From an optimization exercise on the open Yosys and OpenROAD flow, aimed at small area, a short achievable clock period and few clock cycles per item; shortcuts taken in it are not production practice. At most, simulation tests tie the RTL to the original design; equivalence was not proved.

Setup of cedar:
Design fpu_pipe_unit, start of the top module:
module fpu_pipe_unit #(
    parameter int EXP_W = 8,
    parameter int MAN_W = 23,
    parameter int TAG_W = 4
) (
    input  logic                 clk,
    input  logic                 rst_n,
    input  logic                 in_valid,
    output logic                 in_ready,
    input  logic [1:0]           in_op,
    input  logic [EXP_W+MAN_W:0] in_a,
    input  logic [EXP_W+MAN_W:0] in_b,
    input  logic [TAG_W-1:0]     in_tag,
    output logic                 out_valid,
    input  logic                 out_ready,
    output logic [EXP_W+MAN_W:0] out_y,
    output logic [TAG_W-1:0]     out_tag,
    output logic [3:0]           out_flags,
    output logic [3:0]           sticky,
    input  logic                 sticky_clr
);
Size in the first run: about 3900 cells after synthesis, ~120 I/O pins, ~27000 um^2 of cells after synthesis.
==> flow/config.mk <==
export PLATFORM = sky130hd
export DESIGN_NAME = fpu_pipe_unit
export DESIGN_NICKNAME = fpu_pipe_unit
export VERILOG_FILES = /design/flow/design.v
export SDC_FILE = /design/flow/constraint.sdc
export NUM_CORES = 4
export LEC_CHECK = 0
export ABC_AREA = 1
export CAP_MARGIN = 20
export CORE_MARGIN = 2
export CORE_UTILIZATION = 40
export GPL_ROUTABILITY_DRIVEN = 0
export SETUP_SLACK_MARGIN = 5
export SLEW_MARGIN = 20
==> flow/constraint.sdc <==
create_clock -name core_clock -period 14.0 [get_ports {clk}]
set_input_delay 2.8000 -clock core_clock [delete_from_list [all_inputs] [get_ports {clk}]]
set_output_delay 2.8000 -clock core_clock [all_outputs]
set_load 0.01 [all_outputs]
standard.sh (not shown) runs the stock make flow with config.mk's settings and CLKGATE_MAP_FILE= SYNTH_SCRIPT=/design/flow/synth_recipe.tcl, a recipe that flattens the netlist after the stock synthesis.
==> flow/flow/run.sh <==
#!/bin/bash
# Own layout flow:
#  1. the standard synthesis, unchanged (standard.sh, up to 1_2_yosys.v);
#  2. flow/fa_polarity.py removes inverters around full-adder cells of that
#     netlist (a full adder is self-dual); registers and ports are untouched;
#  3. the rest of the standard ORFS flow on that netlist, with plain
#     buf_2 cells as the port buffers.
# Each step's full output goes to a log file of its own in this folder.
set -euo pipefail
here=$(pwd)
res="$here/orfs/results/$FLOW_PLATFORM/fpu_pipe_unit/base"
bash standard.sh "$res/1_2_yosys.v" > "$here/flow_synth.log" 2>&1
cp "$res/1_2_yosys.v" "$here/1_2_yosys_standard.v"
python3 "$here/flow/fa_polarity.py" "$here/1_2_yosys_standard.v" "$res/1_2_yosys.v" > "$here/flow_polarity.log" 2>&1
touch "$res/1_2_yosys.v"
bash standard.sh \
    "BUFFER_PORTS_ARGS=-buffer_cell sky130_fd_sc_hd__buf_2" \
    finish > "$here/flow_layout.log" 2>&1
Other scripts of this flow, unchanged in this note and not shown: flow/flow/fa_polarity.py
Changes in pine relative to cedar:
--- a/flow/design.v
+++ b/flow/design.v
@@ -95,20 +95,21 @@
     assign e_diff  = a_ge ? (ea - eb) : (eb - ea);
     assign sig_big = a_ge ? siga : sigb;
     assign sig_sml = a_ge ? sigb : siga;
     assign ext_big = {sig_big, 3'b000};
     assign ext_sml = {sig_sml, 3'b000};
     assign lost_mask = ~({SW{1'b1}} << e_diff);
     assign sml_lost  = |(ext_sml & lost_mask);
     assign sml_al    = (ext_sml >> e_diff) | {{(SW-1){1'b0}}, sml_lost};
     assign a_sub     = sa ^ sbe;
     localparam int LO = PW - SW - 1;       
+    logic [LO:0]          p_lo;
     logic signed [EW-1:0] m_exp;
     logic [MAN_W:0]   bx;
     logic [MAN_W+2:0] by;
     assign bx = {1'b1, ma};
     assign by = {2'b00, 1'b1, mb};
     logic [11:0] bd_one;
     logic [11:0] bd_two;
     logic [11:0] bd_neg;
     assign bd_one[0] = by[0] ^ 1'b0;
     assign bd_two[0] = (by[1] & ~by[0] & ~1'b0) | (~by[1] & by[0] & 1'b0);
@@ -1733,93 +1734,76 @@
     assign mt_a[43] = fc582;
     assign mt_b[43] = fs583;
     assign mt_a[44] = fc584;
     assign mt_b[44] = fs585;
     assign mt_a[45] = fc586;
     assign mt_b[45] = fs587;
     assign mt_a[46] = fc588;
     assign mt_b[46] = fs589;
     assign mt_a[47] = fc590;
     assign mt_b[47] = fs591;
-    localparam int NG = LO / 5;
-    logic [NG-1:0] lo_g, lo_p;
-    always_comb begin
-        for (int k = 0; k < NG; k++) begin
-            logic [5:0] gs;
-            gs = {1'b0, mt_a[5*k +: 5]} + {1'b0, mt_b[5*k +: 5]};
-            lo_g[k] = gs[5];
-            lo_p[k] = &(mt_a[5*k +: 5] ^ mt_b[5*k +: 5]);
-        end
-    end
+    assign p_lo = {1'b0, mt_a[LO-1:0]} + {1'b0, mt_b[LO-1:0]};
     logic [4:0] tz_x, tz_y;
     logic       p_st;
     always_comb begin
         tz_x = 5'(MAN_W);
         tz_y = 5'(MAN_W);
         for (int i = MAN_W - 1; i >= 0; i--) begin
             if (ma[i]) tz_x = 5'(i);
             if (mb[i]) tz_y = 5'(i);
         end
     end
     assign p_st = ({1'b0, tz_x} + {1'b0, tz_y}) < 6'(LO);
     assign m_exp = $signed({2'b00, ea}) + $signed({2'b00, eb}) - BIAS;
     logic                 r_spec, r_nan, r_nv, r_inf, r_sgn;
     logic [TAG_W-1:0]     r_tag;
     logic [EW-1:0]        r_exp;
     logic [SW:0]          r_xa, r_xb;
-    logic [NG-1:0]        r_cg, r_cp;
-    logic                 r_st;
+    logic                 r_cin, r_st;
     always_ff @(posedge clk) begin
         if (!stall) begin
             r_tag  <= in_tag;
             r_spec <= sp_nan | sp_inf | sp_zero;
             r_nan  <= sp_nan;
             r_nv   <= sp_nv;
             r_inf  <= sp_inf;
             if (sp_nan | sp_inf | sp_zero)
                 r_sgn <= sp_sgn;
             else if (is_mul)
                 r_sgn <= sa ^ sb;
             else
                 r_sgn <= a_ge ? sa : sbe;
             if (is_mul) begin
                 r_exp <= m_exp;
                 r_xa  <= mt_a[PW-1:LO];
                 r_xb  <= mt_b[PW-1:LO];
-                r_cg  <= lo_g;
-                r_cp  <= lo_p;
+                r_cin <= p_lo[LO];
                 r_st  <= p_st;
             end else begin
                 r_exp <= {2'b00, e_big};
                 r_xa  <= {1'b0, ext_big};
                 r_xb  <= a_sub ? ~{1'b0, sml_al} : {1'b0, sml_al};
-                r_cg  <= {{(NG-1){1'b0}}, a_sub};
-                r_cp  <= '1;
+                r_cin <= a_sub;
                 r_st  <= 1'b0;
             end
         end
     end
     always_ff @(posedge clk or negedge rst_n) begin
         if (!rst_n) out_v_q <= 1'b0;
         else        out_v_q <= stall | in_valid;
     end
     logic [SW:0]          R;
     logic                 rnd_path;
     logic [MAN_W-1:0]     rm, frc_r;
     logic                 r_lsb, r_g, r_s, up, inx, cy;
     logic signed [EW-1:0] e_r;
     logic [SW:0] S;
-    logic        r_cin;
-    always_comb begin
-        r_cin = r_cg[0];
-        for (int k = 1; k < NG; k++) r_cin = r_cg[k] | (r_cp[k] & r_cin);
-    end
     assign S        = r_xa + r_xb + {{SW{1'b0}}, r_cin};
     assign R        = {S[SW:1], S[0] | r_st};
     assign rnd_path = R[SW] | R[SW-1] | R[SW-2];
     always_comb begin
         if (R[SW]) begin
             rm = R[SW-1:4];  r_lsb = R[4]; r_g = R[3]; r_s = |R[2:0];
         end else if (R[SW-1]) begin
             rm = R[SW-2:3];  r_lsb = R[3]; r_g = R[2]; r_s = |R[1:0];
         end else begin
             rm = R[SW-3:2];  r_lsb = R[2]; r_g = R[1]; r_s = R[0];
## What came out
Sort pine and cedar by die area, ascending, and pine comes first. Worst setup margin for pine is higher than for cedar. In pine the synthesized instance count turned out about 3.3% lower than in cedar. Looking at maximum frequency, pine sits 0.00073 GHz higher than cedar does. From cedar to pine, clock buffer count from CTS did not move at all.
Testbench counts of pine, summed over its fixed seeds: cycles 4,008, items 4,000.
No functional check of the RTL was part of cedar.

-- afterwards: timing with drivers on the ports --
No port has a modelled driver above. Below, the same layouts with a new extraction and two added sets of constraints. Step 1 (the two cells are an assumption about what drives the block):
set clk [get_ports {clk}]
set_driving_cell -lib_cell sky130_fd_sc_hd__clkbuf_16 $clk
set_driving_cell -lib_cell sky130_fd_sc_hd__buf_2 [delete_from_list [all_inputs] $clk]
Step 2 moves the port delays by t, midway between the first and last clock arrival at a register: inputs arrive t later, outputs are due t later. That takes back most of the time a late clock gives input paths. a / b / c = ideal / step 1 / step 2; a / b = the first two.
run	shift t [ns]	setup WS [ns]	worst slew at a driven data input, ns
cedar	0.394	5.369 / 5.323 / 5.101	0.07
pine	0.406	5.423 / 5.380 / 5.076	0.04
After both steps setup and hold are still met in every run listed. For pine, which loses most, drivers alone change the setup slack by -0.043 ns; drivers and shift together by -0.347 ns.
